This design comes from an exercise in tuning for small area, a short achievable clock period and few clock cycles per item on the open sky130 flow, not from production work.
Function was checked by simulation only, so behaviour that the tests miss may differ from the original.
Power and IR drop assume default switching activity.

==> quartz <==
// tremolo_lfo_gain
module tremolo_lfo_gain (
    input  logic                           clk,
    input  logic                           rst_n,
    input  logic                           s_axis_tvalid,
    output logic                           s_axis_tready,
    input  logic [15:0]                    s_axis_tdata,    
    output logic                           m_axis_tvalid,
    input  logic                           m_axis_tready,
    output logic [15:0]                    m_axis_tdata,    
    input  logic                           cfg_we,
    input  logic                           cfg_index,
    input  logic [tlg_pkg::HP_W-1:0]       cfg_data
);
Settings: LEC_CHECK=0, ABC_AREA=1, CAP_MARGIN=20, CORE_MARGIN=2, CORE_UTILIZATION=40, PLACE_DENSITY=0.6, SETUP_SLACK_MARGIN=5, SLEW_MARGIN=20, TNS_END_PERCENT=100; clock period 10.0 ns.
run.sh (not shown) runs the stock make flow with config.mk's settings and CLKGATE_MAP_FILE= SYNTH_SCRIPT=/design/flow/synth_recipe.tcl, a recipe that flattens the netlist after the stock synthesis.
==> harbor: changes against quartz <==
--- a/flow/design.v
+++ b/flow/design.v
@@ -70,15 +70,17 @@
     logic                        d1b_reg;      
     logic                        d2_reg;
     logic                        d3_reg;
     logic                        d3b_reg;      
     logic                        fix1_reg;
+    logic                        f1p_reg;      
     logic                        fix2_reg;
     logic [tlg_pkg::C_W-1:0]     c_reg;
     logic [HW-1:0]               d_reg;
     logic [tlg_pkg::A_W-1:0]     a_reg;
     logic [HW-1:0]               b_reg;
+    logic                        dz_reg;       
     logic                        hp_wr;
     logic                        sel_wr;
     logic [HW-1:0]               cfg_h;
     logic                        start;
     logic [HW-1:0]               h_src;
@@ -100,11 +102,11 @@
     assign pre_next  = start ? g_skip : ((pre_reg != '0) ? (pre_reg - 1'b1) : '0);
     assign busy_next = start || (busy_reg && (cnt_reg != 6'd35));
     assign cnt_next  = start ? {1'b0, g_skip, 2'b00} :
                        ((pre_reg != '0) ? cnt_reg : (cnt_reg + 1'b1));
     assign act_next  = busy_next && (pre_next == '0);
-    assign blk_next  = start || (busy_reg && (cnt_reg < 6'd34));
+    assign blk_next  = start || (busy_reg && (cnt_reg < 6'd35));
     assign sel2      = (sel_reg == tlg_pkg::WAVE_PARABOLA);
     assign sel1      = (sel_reg == tlg_pkg::WAVE_TRIANGLE);
     logic              s_ready_reg;
     logic              v1_reg;
     logic              v2_reg;
@@ -129,13 +131,15 @@
     assign pop     = out_valid_reg && m_axis_tready;
     assign o2_valid_next = o2_valid_reg ? !pop : (vm_reg && out_valid_reg && !pop);
     logic [tlg_pkg::PHASE_W-1:0] phase_reg;
     logic                        fl_reg;       
     logic                        sqpos_reg;
-    logic                        dir_reg;      
     logic                        ndir_reg;     
     logic [WW:0]                 k1op_reg;     
+    logic [HW+1:0]               bop_reg;      
+    logic [HW+1:0]               bhop_reg;     
+    logic                        ucin_reg;     
     logic [WW-1:0]               ut_reg;       
     logic [WW-1:0]               us_reg;       
     logic [HW-1:0]               rf_reg;
     logic                        cy_reg;
     logic                        evhi_reg;
@@ -152,45 +156,47 @@
     logic                        t_hi;
     logic                        t_lo;
     logic [WW-1:0]               ut_new;
     logic [WW:0]                 s_sum;
     logic [WW-1:0]               us_new;
-    logic                        up1;
-    logic [HW-1:0]               bx;
+    logic                        fix1_nx;
+    logic                        up_nx;
+    logic [HW-1:0]               bx_nx;
     logic [HW+1:0]               op_b;
     logic [HW+1:0]               op_h;
     logic [HW+1:0]               r_a;
     logic [HW+1:0]               r_b;
     logic                        r_sel;
     logic [HW-1:0]               rf_inc;
     logic [HW-1:0]               rf_hd;
     logic [HW-1:0]               rf_l1;
-    assign dir       = dir_reg;
+    assign dir       = !ndir_reg;
     assign ph_diff   = {1'b0, phase_reg} - {2'b00, h_reg};
     assign ph_ge     = !ph_diff[HW+1];
     assign ph_gt     = ph_ge && (ph_diff[HW:0] != '0);
     assign phase_new = fl_reg ? tlg_pkg::PHASE_W'(1) : phase_reg + 1'b1;
     assign fl_next   = adv1 ? (!fl_reg && ph_ge) : ph_gt;
-    assign dir_next  = (adv1 ? dir_reg : sqpos_reg) ^ fl_next;
+    assign dir_next  = (adv1 ? dir : sqpos_reg) ^ fl_next;
     assign k1     = c_reg[tlg_pkg::C_W-1:1];
     assign t_sum  = {1'b0, ut_reg} + k1op_reg + {{WW{1'b0}}, !dir};
     assign t_hi   = dir && (t_sum[WW] || t_sum[WW-1]);
     assign t_lo   = !dir && t_sum[WW];
     assign ut_new = t_hi ? tlg_pkg::U_TOP : (t_lo ? '0 : t_sum[WW-1:0]);
     assign s_sum  = {1'b0, us_reg} + (ndir_reg ? ~{1'b0, tlg_pkg::SMOOTH_STEP} : {1'b0, tlg_pkg::SMOOTH_STEP})
                     + {{WW{1'b0}}, ndir_reg};
     assign us_new = !ndir_reg ? ((s_sum[WW] || s_sum[WW-1]) ? tlg_pkg::U_TOP : s_sum[WW-1:0])
                               : (s_sum[WW] ? '0 : s_sum[WW-1:0]);
-    assign up1    = fix1_reg ? 1'b0 : dir;
-    assign bx     = fix1_reg ? d_reg : b_reg;
-    assign op_b   = up1 ? {2'b00, bx} : ~{2'b00, bx};
-    assign op_h   = up1 ? ~{2'b00, h_reg} : {2'b00, h_reg};
-    assign r_a    = {2'b00, rf_reg} + op_b + {{(HW+1){1'b0}}, !up1};
-    assign r_b    = {2'b00, rf_reg} + op_b + op_h + (HW+2)'(1);
-    assign r_sel  = up1 ? !r_b[HW+1] : r_a[HW+1];
+    assign fix1_nx = busy_reg && !start && (cnt_reg == 6'd33);
+    assign up_nx   = f1p_reg ? 1'b0 : dir_next;
+    assign bx_nx   = f1p_reg ? d_reg : b_reg;
+    assign op_b    = up_nx ? {2'b00, bx_nx} : ~{2'b00, bx_nx};
+    assign op_h    = {2'b00, bx_nx} - {2'b00, h_reg};
+    assign r_a     = {2'b00, rf_reg} + bop_reg + {{(HW+1){1'b0}}, ucin_reg};
+    assign r_b     = {2'b00, rf_reg} + bhop_reg + {{(HW+1){1'b0}}, ucin_reg};
+    assign r_sel   = ucin_reg ? r_a[HW+1] : !r_b[HW+1];
     assign rf_inc = r_sel ? r_b[HW-1:0] : r_a[HW-1:0];
-    assign rf_hd  = (d_reg == '0) ? '0 : (h_reg - d_reg);
+    assign rf_hd  = dz_reg ? '0 : (h_reg - d_reg);
     assign rf_l1  = t_hi ? d_reg : (t_lo ? rf_hd : rf_inc);
     logic [QW-1:0]               qf_reg;
     logic                        corr_reg;     
     logic [WW-1:0]               p_reg;        
     logic                        q_x0;
@@ -206,11 +212,11 @@
                     evhi_reg  ?  {1'b0, c_reg} :
                     evlo_reg  ? ~{1'b0, c_reg} :
                     sqpos_reg ?  a_reg : ~a_reg;
     assign q_cin  = fix2_reg  ? !cy_reg :
                     evhi_reg  ? 1'b0 :
-                    evlo_reg  ? (d_reg == '0) :
+                    evlo_reg  ? dz_reg :
                     sqpos_reg ? cy_reg : !cy_reg;
     assign qf_new = q_x + q_y + {{(QW-1){1'b0}}, q_cin};
     assign p_sum  = {3'b000, p_reg} + {qf_reg[QW-1], qf_reg} + {{QW{1'b0}}, corr_reg};
     assign p_new  = p_sum[QW] ? '0 :
                     ((p_sum[QW-1:WW-1] != '0) ? tlg_pkg::U_TOP : p_sum[WW-1:0]);
@@ -240,43 +246,56 @@
         .divisor  (h_reg),
         .rem_next (d3_rem),
         .qbit     (d3_q)
     );
     logic [WW-1:0]  gop_reg;
-    logic [15:0]    xop_reg;
+    logic [7:0]     bone_reg;     
+    logic [7:0]     btwo_reg;     
+    logic [7:0]     bneg_reg;     
+    logic [15:0]    xsel;
+    logic [7:0]     bone;
+    logic [7:0]     btwo;
     logic [PW-1:0]  ms_reg;
     logic [PW-1:0]  mc_reg;
     logic [PW-1:0]  rows [0:8];
     logic [PW-1:0]  fin;
     logic [15:0]    res;
+    assign xsel = sel2 ? x2_reg : x1_reg;
     always_comb
     begin
-        logic       b0, b1, b2;
-        logic       one, two;
+        logic b0, b1, b2;
+        for (int j = 0; j < 8; j++)
+        begin
+            b2      = xsel[2*j+1];
+            b1      = xsel[2*j];
+            b0      = (j == 0) ? 1'b0 : xsel[2*j-1];
+            bone[j] = b1 ^ b0;
+            btwo[j] = (b2 & !b1 & !b0) | (!b2 & b1 & b0);
+        end
+    end
+    always_comb
+    begin
+        logic       b2;
         logic [32:0] mag;
         logic [32:0] lo_bits;
         logic [PW-1:0] r;
         logic        neg_prev;
         neg_prev = 1'b0;
         for (int j = 0; j < 8; j++)
         begin
-            b2  = xop_reg[2*j+1];
-            b1  = xop_reg[2*j];
-            b0  = (j == 0) ? 1'b0 : xop_reg[2*j-1];
-            one = b1 ^ b0;
-            two = (b2 & !b1 & !b0) | (!b2 & b1 & b0);
-            mag = one ? {1'b0, gop_reg} : (two ? {gop_reg, 1'b0} : 33'd0);
+            b2  = bneg_reg[j];
+            mag = bone_reg[j] ? {1'b0, gop_reg} : (btwo_reg[j] ? {gop_reg, 1'b0} : 33'd0);
             lo_bits = mag ^ {33{b2}};
             r = PW'({!b2, lo_bits}) << (2*j);
             if (j > 0)
             begin
                 r[2*j-2] = neg_prev;
             end
             rows[j] = r;
             neg_prev = b2;
         end
-        rows[8] = tlg_pkg::BOOTH_K | (xop_reg[15] ? PW'(47'h0000_8000_3fff) : PW'(0));
+        rows[8] = tlg_pkg::BOOTH_K | (bneg_reg[7] ? PW'(47'h0000_8000_3fff) : PW'(0));
     end
     logic [PW-1:0] s0, c0, s1, c1, s2, c2, s3, c3, s4, c4, s5, c5, s6, c6;
     always_comb
     begin
         s0 = rows[0] ^ rows[1] ^ rows[2];
@@ -311,10 +330,11 @@
             d1b_reg       <= 1'b0;
             d2_reg        <= 1'b0;
             d3_reg        <= 1'b0;
             d3b_reg       <= 1'b0;
             fix1_reg      <= 1'b0;
+            f1p_reg       <= 1'b0;
             fix2_reg      <= 1'b0;
             s_ready_reg   <= 1'b0;
             v1_reg        <= 1'b0;
             v2_reg        <= 1'b0;
             vop_reg       <= 1'b0;
@@ -322,11 +342,10 @@
             out_valid_reg <= 1'b0;
             o2_valid_reg  <= 1'b0;
             phase_reg     <= '0;
             fl_reg        <= 1'b0;
             sqpos_reg     <= 1'b1;
-            dir_reg       <= 1'b1;
             ndir_reg      <= 1'b0;
             ut_reg        <= '0;
             us_reg        <= tlg_pkg::U_TOP;
             evhi_reg      <= 1'b0;
             evlo_reg      <= 1'b0;
@@ -353,11 +372,12 @@
             d1_reg   <= act_next && (cnt_next <= 6'd32);
             d1b_reg  <= act_next && (cnt_next == '0);
             d2_reg   <= act_next && (cnt_next <= 6'd33);
             d3_reg   <= act_next && (cnt_next >= 6'd1) && (cnt_next <= 6'd34);
             d3b_reg  <= busy_next && (cnt_next <= 6'd32);
-            fix1_reg <= act_next && (cnt_next == 6'd34);
+            fix1_reg <= fix1_nx;
+            f1p_reg  <= act_next && (cnt_next == 6'd33);
             fix2_reg <= act_next && (cnt_next == 6'd35);
             s_ready_reg  <= !o2_valid_next && !blk_next;
             o2_valid_reg <= o2_valid_next;
             if (!stall)
             begin
@@ -377,11 +397,10 @@
             if (adv3)
             begin
                 p_reg <= p_new;
             end
             fl_reg   <= fl_next;
-            dir_reg  <= dir_next;
             ndir_reg <= !dir_next;
             if (adv1)
             begin
                 phase_reg <= phase_new;
                 sqpos_reg <= dir;
@@ -413,11 +432,15 @@
         else if (d3_reg)
         begin
             a_reg <= {a_reg[tlg_pkg::A_W-2:0], d3_q};
             b_reg <= d3_rem;
         end
+        dz_reg   <= (d_reg == '0);
         k1op_reg <= dir_next ? {1'b0, k1} : ~{1'b0, k1};
+        bop_reg  <= op_b;
+        bhop_reg <= up_nx ? op_h : ~op_h;
+        ucin_reg <= !up_nx;
         if (start)
         begin
             rf_reg <= '0;
         end
         else if (sh4_reg)
@@ -463,19 +486,16 @@
             x1_reg <= s_axis_tdata;
         end
         if (!stall)
         begin
             x2_reg  <= x1_reg;
-            if (sel2)
-            begin
-                gop_reg <= p_new;
-                xop_reg <= x2_reg;
-            end
-            else
+            gop_reg  <= sel2 ? p_new : (sel1 ? ut_reg : us_reg);
+            bone_reg <= bone;
+            btwo_reg <= btwo;
+            for (int j = 0; j < 8; j++)
             begin
-                gop_reg <= sel1 ? ut_reg : us_reg;
-                xop_reg <= x1_reg;
+                bneg_reg[j] <= xsel[2*j+1];
             end
             ms_reg <= s6;
             mc_reg <= c6;
         end
         if (!stall && (!out_valid_reg || pop))
==> flow/flow/run.sh (new file) <==
#!/bin/bash
set -euo pipefail
MARGIN=${MARGIN:-6.25}
sed -e "s/SETUP_SLACK_MARGIN=[^ ]*/SETUP_SLACK_MARGIN=${MARGIN}/" standard.sh > standard_margin.sh
grep -q "SETUP_SLACK_MARGIN=${MARGIN}" standard_margin.sh
bash standard_margin.sh > flow_make.log 2>&1
==> flow/standard.sh (new file) <==
#!/bin/bash
# synth_recipe.tcl (not shown) runs the flow's synth.tcl, then flattens the netlist and writes it again
# the make line also repeats each setting of config.mk as NAME=value (left out here)
make -C /OpenROAD-flow-scripts/flow DESIGN_CONFIG=/design/flow/config.mk WORK_HOME=/design/flow/orfs CLKGATE_MAP_FILE= SYNTH_SCRIPT=/design/flow/synth_recipe.tcl "${@:-finish}"
--- a/flow/config.mk
+++ b/flow/config.mk
@@ -7,9 +7,10 @@
 export LEC_CHECK = 0
 export ABC_AREA = 1
 export CAP_MARGIN = 20
 export CORE_MARGIN = 2
 export CORE_UTILIZATION = 40
+export CTS_BUF_LIST = sky130_fd_sc_hd__clkbuf_4 sky130_fd_sc_hd__clkbuf_8
 export PLACE_DENSITY = 0.6
 export SETUP_SLACK_MARGIN = 5
 export SLEW_MARGIN = 20
 export TNS_END_PERCENT = 100
removed: flow/run.sh
==> cedar: changes against quartz <==
--- a/flow/design.v
+++ b/flow/design.v
@@ -70,15 +70,17 @@
     logic                        d1b_reg;      
     logic                        d2_reg;
     logic                        d3_reg;
     logic                        d3b_reg;      
     logic                        fix1_reg;
+    logic                        f1p_reg;      
     logic                        fix2_reg;
     logic [tlg_pkg::C_W-1:0]     c_reg;
     logic [HW-1:0]               d_reg;
     logic [tlg_pkg::A_W-1:0]     a_reg;
     logic [HW-1:0]               b_reg;
+    logic                        dz_reg;       
     logic                        hp_wr;
     logic                        sel_wr;
     logic [HW-1:0]               cfg_h;
     logic                        start;
     logic [HW-1:0]               h_src;
@@ -100,11 +102,11 @@
     assign pre_next  = start ? g_skip : ((pre_reg != '0) ? (pre_reg - 1'b1) : '0);
     assign busy_next = start || (busy_reg && (cnt_reg != 6'd35));
     assign cnt_next  = start ? {1'b0, g_skip, 2'b00} :
                        ((pre_reg != '0) ? cnt_reg : (cnt_reg + 1'b1));
     assign act_next  = busy_next && (pre_next == '0);
-    assign blk_next  = start || (busy_reg && (cnt_reg < 6'd34));
+    assign blk_next  = start || (busy_reg && (cnt_reg < 6'd35));
     assign sel2      = (sel_reg == tlg_pkg::WAVE_PARABOLA);
     assign sel1      = (sel_reg == tlg_pkg::WAVE_TRIANGLE);
     logic              s_ready_reg;
     logic              v1_reg;
     logic              v2_reg;
@@ -129,13 +131,15 @@
     assign pop     = out_valid_reg && m_axis_tready;
     assign o2_valid_next = o2_valid_reg ? !pop : (vm_reg && out_valid_reg && !pop);
     logic [tlg_pkg::PHASE_W-1:0] phase_reg;
     logic                        fl_reg;       
     logic                        sqpos_reg;
-    logic                        dir_reg;      
     logic                        ndir_reg;     
     logic [WW:0]                 k1op_reg;     
+    logic [HW+1:0]               bop_reg;      
+    logic [HW+1:0]               bhop_reg;     
+    logic                        ucin_reg;     
     logic [WW-1:0]               ut_reg;       
     logic [WW-1:0]               us_reg;       
     logic [HW-1:0]               rf_reg;
     logic                        cy_reg;
     logic                        evhi_reg;
@@ -152,45 +156,47 @@
     logic                        t_hi;
     logic                        t_lo;
     logic [WW-1:0]               ut_new;
     logic [WW:0]                 s_sum;
     logic [WW-1:0]               us_new;
-    logic                        up1;
-    logic [HW-1:0]               bx;
+    logic                        fix1_nx;
+    logic                        up_nx;
+    logic [HW-1:0]               bx_nx;
     logic [HW+1:0]               op_b;
     logic [HW+1:0]               op_h;
     logic [HW+1:0]               r_a;
     logic [HW+1:0]               r_b;
     logic                        r_sel;
     logic [HW-1:0]               rf_inc;
     logic [HW-1:0]               rf_hd;
     logic [HW-1:0]               rf_l1;
-    assign dir       = dir_reg;
+    assign dir       = !ndir_reg;
     assign ph_diff   = {1'b0, phase_reg} - {2'b00, h_reg};
     assign ph_ge     = !ph_diff[HW+1];
     assign ph_gt     = ph_ge && (ph_diff[HW:0] != '0);
     assign phase_new = fl_reg ? tlg_pkg::PHASE_W'(1) : phase_reg + 1'b1;
     assign fl_next   = adv1 ? (!fl_reg && ph_ge) : ph_gt;
-    assign dir_next  = (adv1 ? dir_reg : sqpos_reg) ^ fl_next;
+    assign dir_next  = (adv1 ? dir : sqpos_reg) ^ fl_next;
     assign k1     = c_reg[tlg_pkg::C_W-1:1];
     assign t_sum  = {1'b0, ut_reg} + k1op_reg + {{WW{1'b0}}, !dir};
     assign t_hi   = dir && (t_sum[WW] || t_sum[WW-1]);
     assign t_lo   = !dir && t_sum[WW];
     assign ut_new = t_hi ? tlg_pkg::U_TOP : (t_lo ? '0 : t_sum[WW-1:0]);
     assign s_sum  = {1'b0, us_reg} + (ndir_reg ? ~{1'b0, tlg_pkg::SMOOTH_STEP} : {1'b0, tlg_pkg::SMOOTH_STEP})
                     + {{WW{1'b0}}, ndir_reg};
     assign us_new = !ndir_reg ? ((s_sum[WW] || s_sum[WW-1]) ? tlg_pkg::U_TOP : s_sum[WW-1:0])
                               : (s_sum[WW] ? '0 : s_sum[WW-1:0]);
-    assign up1    = fix1_reg ? 1'b0 : dir;
-    assign bx     = fix1_reg ? d_reg : b_reg;
-    assign op_b   = up1 ? {2'b00, bx} : ~{2'b00, bx};
-    assign op_h   = up1 ? ~{2'b00, h_reg} : {2'b00, h_reg};
-    assign r_a    = {2'b00, rf_reg} + op_b + {{(HW+1){1'b0}}, !up1};
-    assign r_b    = {2'b00, rf_reg} + op_b + op_h + (HW+2)'(1);
-    assign r_sel  = up1 ? !r_b[HW+1] : r_a[HW+1];
+    assign fix1_nx = busy_reg && !start && (cnt_reg == 6'd33);
+    assign up_nx   = f1p_reg ? 1'b0 : dir_next;
+    assign bx_nx   = f1p_reg ? d_reg : b_reg;
+    assign op_b    = up_nx ? {2'b00, bx_nx} : ~{2'b00, bx_nx};
+    assign op_h    = {2'b00, bx_nx} - {2'b00, h_reg};
+    assign r_a     = {2'b00, rf_reg} + bop_reg + {{(HW+1){1'b0}}, ucin_reg};
+    assign r_b     = {2'b00, rf_reg} + bhop_reg + {{(HW+1){1'b0}}, ucin_reg};
+    assign r_sel   = ucin_reg ? r_a[HW+1] : !r_b[HW+1];
     assign rf_inc = r_sel ? r_b[HW-1:0] : r_a[HW-1:0];
-    assign rf_hd  = (d_reg == '0) ? '0 : (h_reg - d_reg);
+    assign rf_hd  = dz_reg ? '0 : (h_reg - d_reg);
     assign rf_l1  = t_hi ? d_reg : (t_lo ? rf_hd : rf_inc);
     logic [QW-1:0]               qf_reg;
     logic                        corr_reg;     
     logic [WW-1:0]               p_reg;        
     logic                        q_x0;
@@ -206,11 +212,11 @@
                     evhi_reg  ?  {1'b0, c_reg} :
                     evlo_reg  ? ~{1'b0, c_reg} :
                     sqpos_reg ?  a_reg : ~a_reg;
     assign q_cin  = fix2_reg  ? !cy_reg :
                     evhi_reg  ? 1'b0 :
-                    evlo_reg  ? (d_reg == '0) :
+                    evlo_reg  ? dz_reg :
                     sqpos_reg ? cy_reg : !cy_reg;
     assign qf_new = q_x + q_y + {{(QW-1){1'b0}}, q_cin};
     assign p_sum  = {3'b000, p_reg} + {qf_reg[QW-1], qf_reg} + {{QW{1'b0}}, corr_reg};
     assign p_new  = p_sum[QW] ? '0 :
                     ((p_sum[QW-1:WW-1] != '0) ? tlg_pkg::U_TOP : p_sum[WW-1:0]);
@@ -240,43 +246,56 @@
         .divisor  (h_reg),
         .rem_next (d3_rem),
         .qbit     (d3_q)
     );
     logic [WW-1:0]  gop_reg;
-    logic [15:0]    xop_reg;
+    logic [7:0]     bone_reg;     
+    logic [7:0]     btwo_reg;     
+    logic [7:0]     bneg_reg;     
+    logic [15:0]    xsel;
+    logic [7:0]     bone;
+    logic [7:0]     btwo;
     logic [PW-1:0]  ms_reg;
     logic [PW-1:0]  mc_reg;
     logic [PW-1:0]  rows [0:8];
     logic [PW-1:0]  fin;
     logic [15:0]    res;
+    assign xsel = sel2 ? x2_reg : x1_reg;
     always_comb
     begin
-        logic       b0, b1, b2;
-        logic       one, two;
+        logic b0, b1, b2;
+        for (int j = 0; j < 8; j++)
+        begin
+            b2      = xsel[2*j+1];
+            b1      = xsel[2*j];
+            b0      = (j == 0) ? 1'b0 : xsel[2*j-1];
+            bone[j] = b1 ^ b0;
+            btwo[j] = (b2 & !b1 & !b0) | (!b2 & b1 & b0);
+        end
+    end
+    always_comb
+    begin
+        logic       b2;
         logic [32:0] mag;
         logic [32:0] lo_bits;
         logic [PW-1:0] r;
         logic        neg_prev;
         neg_prev = 1'b0;
         for (int j = 0; j < 8; j++)
         begin
-            b2  = xop_reg[2*j+1];
-            b1  = xop_reg[2*j];
-            b0  = (j == 0) ? 1'b0 : xop_reg[2*j-1];
-            one = b1 ^ b0;
-            two = (b2 & !b1 & !b0) | (!b2 & b1 & b0);
-            mag = one ? {1'b0, gop_reg} : (two ? {gop_reg, 1'b0} : 33'd0);
+            b2  = bneg_reg[j];
+            mag = bone_reg[j] ? {1'b0, gop_reg} : (btwo_reg[j] ? {gop_reg, 1'b0} : 33'd0);
             lo_bits = mag ^ {33{b2}};
             r = PW'({!b2, lo_bits}) << (2*j);
             if (j > 0)
             begin
                 r[2*j-2] = neg_prev;
             end
             rows[j] = r;
             neg_prev = b2;
         end
-        rows[8] = tlg_pkg::BOOTH_K | (xop_reg[15] ? PW'(47'h0000_8000_3fff) : PW'(0));
+        rows[8] = tlg_pkg::BOOTH_K | (bneg_reg[7] ? PW'(47'h0000_8000_3fff) : PW'(0));
     end
     logic [PW-1:0] s0, c0, s1, c1, s2, c2, s3, c3, s4, c4, s5, c5, s6, c6;
     always_comb
     begin
         s0 = rows[0] ^ rows[1] ^ rows[2];
@@ -311,10 +330,11 @@
             d1b_reg       <= 1'b0;
             d2_reg        <= 1'b0;
             d3_reg        <= 1'b0;
             d3b_reg       <= 1'b0;
             fix1_reg      <= 1'b0;
+            f1p_reg       <= 1'b0;
             fix2_reg      <= 1'b0;
             s_ready_reg   <= 1'b0;
             v1_reg        <= 1'b0;
             v2_reg        <= 1'b0;
             vop_reg       <= 1'b0;
@@ -322,11 +342,10 @@
             out_valid_reg <= 1'b0;
             o2_valid_reg  <= 1'b0;
             phase_reg     <= '0;
             fl_reg        <= 1'b0;
             sqpos_reg     <= 1'b1;
-            dir_reg       <= 1'b1;
             ndir_reg      <= 1'b0;
             ut_reg        <= '0;
             us_reg        <= tlg_pkg::U_TOP;
             evhi_reg      <= 1'b0;
             evlo_reg      <= 1'b0;
@@ -353,11 +372,12 @@
             d1_reg   <= act_next && (cnt_next <= 6'd32);
             d1b_reg  <= act_next && (cnt_next == '0);
             d2_reg   <= act_next && (cnt_next <= 6'd33);
             d3_reg   <= act_next && (cnt_next >= 6'd1) && (cnt_next <= 6'd34);
             d3b_reg  <= busy_next && (cnt_next <= 6'd32);
-            fix1_reg <= act_next && (cnt_next == 6'd34);
+            fix1_reg <= fix1_nx;
+            f1p_reg  <= act_next && (cnt_next == 6'd33);
             fix2_reg <= act_next && (cnt_next == 6'd35);
             s_ready_reg  <= !o2_valid_next && !blk_next;
             o2_valid_reg <= o2_valid_next;
             if (!stall)
             begin
@@ -377,11 +397,10 @@
             if (adv3)
             begin
                 p_reg <= p_new;
             end
             fl_reg   <= fl_next;
-            dir_reg  <= dir_next;
             ndir_reg <= !dir_next;
             if (adv1)
             begin
                 phase_reg <= phase_new;
                 sqpos_reg <= dir;
@@ -413,11 +432,15 @@
         else if (d3_reg)
         begin
             a_reg <= {a_reg[tlg_pkg::A_W-2:0], d3_q};
             b_reg <= d3_rem;
         end
+        dz_reg   <= (d_reg == '0);
         k1op_reg <= dir_next ? {1'b0, k1} : ~{1'b0, k1};
+        bop_reg  <= op_b;
+        bhop_reg <= up_nx ? op_h : ~op_h;
+        ucin_reg <= !up_nx;
         if (start)
         begin
             rf_reg <= '0;
         end
         else if (sh4_reg)
@@ -463,19 +486,16 @@
             x1_reg <= s_axis_tdata;
         end
         if (!stall)
         begin
             x2_reg  <= x1_reg;
-            if (sel2)
-            begin
-                gop_reg <= p_new;
-                xop_reg <= x2_reg;
-            end
-            else
+            gop_reg  <= sel2 ? p_new : (sel1 ? ut_reg : us_reg);
+            bone_reg <= bone;
+            btwo_reg <= btwo;
+            for (int j = 0; j < 8; j++)
             begin
-                gop_reg <= sel1 ? ut_reg : us_reg;
-                xop_reg <= x1_reg;
+                bneg_reg[j] <= xsel[2*j+1];
             end
             ms_reg <= s6;
             mc_reg <= c6;
         end
         if (!stall && (!out_valid_reg || pop))
==> flow/flow/run.sh (new file) <==
#!/bin/bash
set -euo pipefail
MARGIN=${MARGIN:-6.0}
sed -e "s/SETUP_SLACK_MARGIN=[^ ]*/SETUP_SLACK_MARGIN=${MARGIN}/" standard.sh > standard_margin.sh
grep -q "SETUP_SLACK_MARGIN=${MARGIN}" standard_margin.sh
bash standard_margin.sh > flow_make.log 2>&1
==> flow/standard.sh (new file) <==
#!/bin/bash
# synth_recipe.tcl (not shown) runs the flow's synth.tcl, then flattens the netlist and writes it again
# the make line also repeats each setting of config.mk as NAME=value (left out here)
make -C /OpenROAD-flow-scripts/flow DESIGN_CONFIG=/design/flow/config.mk WORK_HOME=/design/flow/orfs CLKGATE_MAP_FILE= SYNTH_SCRIPT=/design/flow/synth_recipe.tcl "${@:-finish}"
--- a/flow/config.mk
+++ b/flow/config.mk
@@ -7,9 +7,10 @@
 export LEC_CHECK = 0
 export ABC_AREA = 1
 export CAP_MARGIN = 20
 export CORE_MARGIN = 2
 export CORE_UTILIZATION = 40
+export CTS_BUF_LIST = sky130_fd_sc_hd__clkbuf_4 sky130_fd_sc_hd__clkbuf_8
 export PLACE_DENSITY = 0.6
 export SETUP_SLACK_MARGIN = 5
 export SLEW_MARGIN = 20
 export TNS_END_PERCENT = 100
removed: flow/run.sh
==> comparison table <==
RD Place Congestion: harbor 0.9470; cedar 0.9516; quartz 0.9699
Result of the run: harbor finished clean; cedar finished clean; quartz finished clean
Area fraction in and, or, nand and nor cells after synthesis: harbor 0.1958; cedar 0.1958; quartz 0.1803
Switching pwr: harbor 9.292 mW; cedar 9.018 mW; quartz 11.06 mW
Endpoint of the worst-slack reg-to-reg timing path: harbor qf_reg[32]; cedar ms_reg[18]; quartz rf_reg[14]
Detailed-route wire length on metal 1: harbor 83.89 mm; cedar 84.93 mm; quartz 78.47 mm
Area post-placement: harbor 57450 sq um; cedar 57440 sq um; quartz 53400 sq um
Total Routed Length: harbor 199.4 mm; cedar 195.1 mm; quartz 171.6 mm
Power drawn by the clock network: harbor 2.92 mW; cedar 2.83 mW; quartz 2.67 mW
Number of vias per cell after detailed routing: harbor 5.652; cedar 5.603; quartz 5.633
Die Y-Extent: harbor 375.8 um; cedar 375.8 um; quartz 362.5 um
Static Leak: harbor 29.65 nW; cedar 28.53 nW; quartz 25.94 nW
Layout net count: harbor 8179; cedar 8039; quartz 7247
Slew of the pin with the lowest slew margin: harbor 1.111 ns; cedar 1.094 ns; quartz 1.146 ns
Number of global-route vias before repair: harbor 50437; cedar 50352; quartz 43813
Worst hold slack after final layout: harbor 0.4479 ns; cedar 0.4438 ns; quartz 0.4472 ns
Critical Setup Path Class: harbor input pin to flip-flop; cedar input pin to flip-flop; quartz flip-flop to flip-flop
Final design area excluding fillers: harbor 65160 sq um; cedar 61980 sq um; quartz 57500 sq um
Cell Count Post-Placement: harbor 8958; cedar 8961; quartz 8129
Combinational logic power: harbor 12.3 mW; cedar 11.6 mW; quartz 15.2 mW
Endpoint, Worst Hold: harbor x2_reg[15]; cedar x2_reg[5]; quartz x2_reg[8]
Post-route insts no fill: harbor 9422; cedar 9277; quartz 8335
Number of buffers added for setup after CTS: harbor 86; cedar 37; quartz 15
Met3 Usage GRT: harbor 0.03985; cedar 0.03710; quartz 0.03755
Post-DP HPWL: harbor 142.2 mm; cedar 144.9 mm; quartz 127.7 mm
GR met2 Demand/Resource: harbor 0.4379; cedar 0.4380; quartz 0.3857
Testbench counts of quartz, summed over its fixed seeds: cycles 10,320, items 9,600.
Testbench counts of harbor, summed over its fixed seeds: cycles 10,344, items 9,600.
Testbench counts of cedar, summed over its fixed seeds: cycles 10,344, items 9,600.

[afterwards: timing with drivers on the ports]
In the flow no input, the clock included, has a driving cell. The finished layouts below were timed again as built, in two steps. Step 1: set_driving_cell puts a clkbuf_16 on clk and a buf_2 on each other input, an assumption about the parent block. Step 2 adds t to the input delays and takes it off the output delays; t is the mean of the earliest and latest rising clock arrival at the registers after step 1. Input paths then give back, and output paths get back, about the clock's delay inside the block. Three values: ideal ports, drivers, drivers and shift; two values: the first two.
run | shift t [ns] | setup slack, ns | hold slack, ns | worst data-port slew with drivers (ns)
quartz | 0.736 | 5.079 / 5.079 / 4.442 | 0.447 / 0.447 / 0.447 | 0.07
harbor | 0.952 | 5.846 / 5.873 / 4.921 | 0.448 / 0.448 / 0.448 | 0.07
cedar | 0.912 | 5.893 / 5.931 / 5.019 | 0.444 / 0.444 / 0.444 | 0.10
After both steps setup and hold are still met in every run listed. For harbor, which loses most, drivers alone change the setup slack by +0.027 ns; drivers and shift together by -0.925 ns.
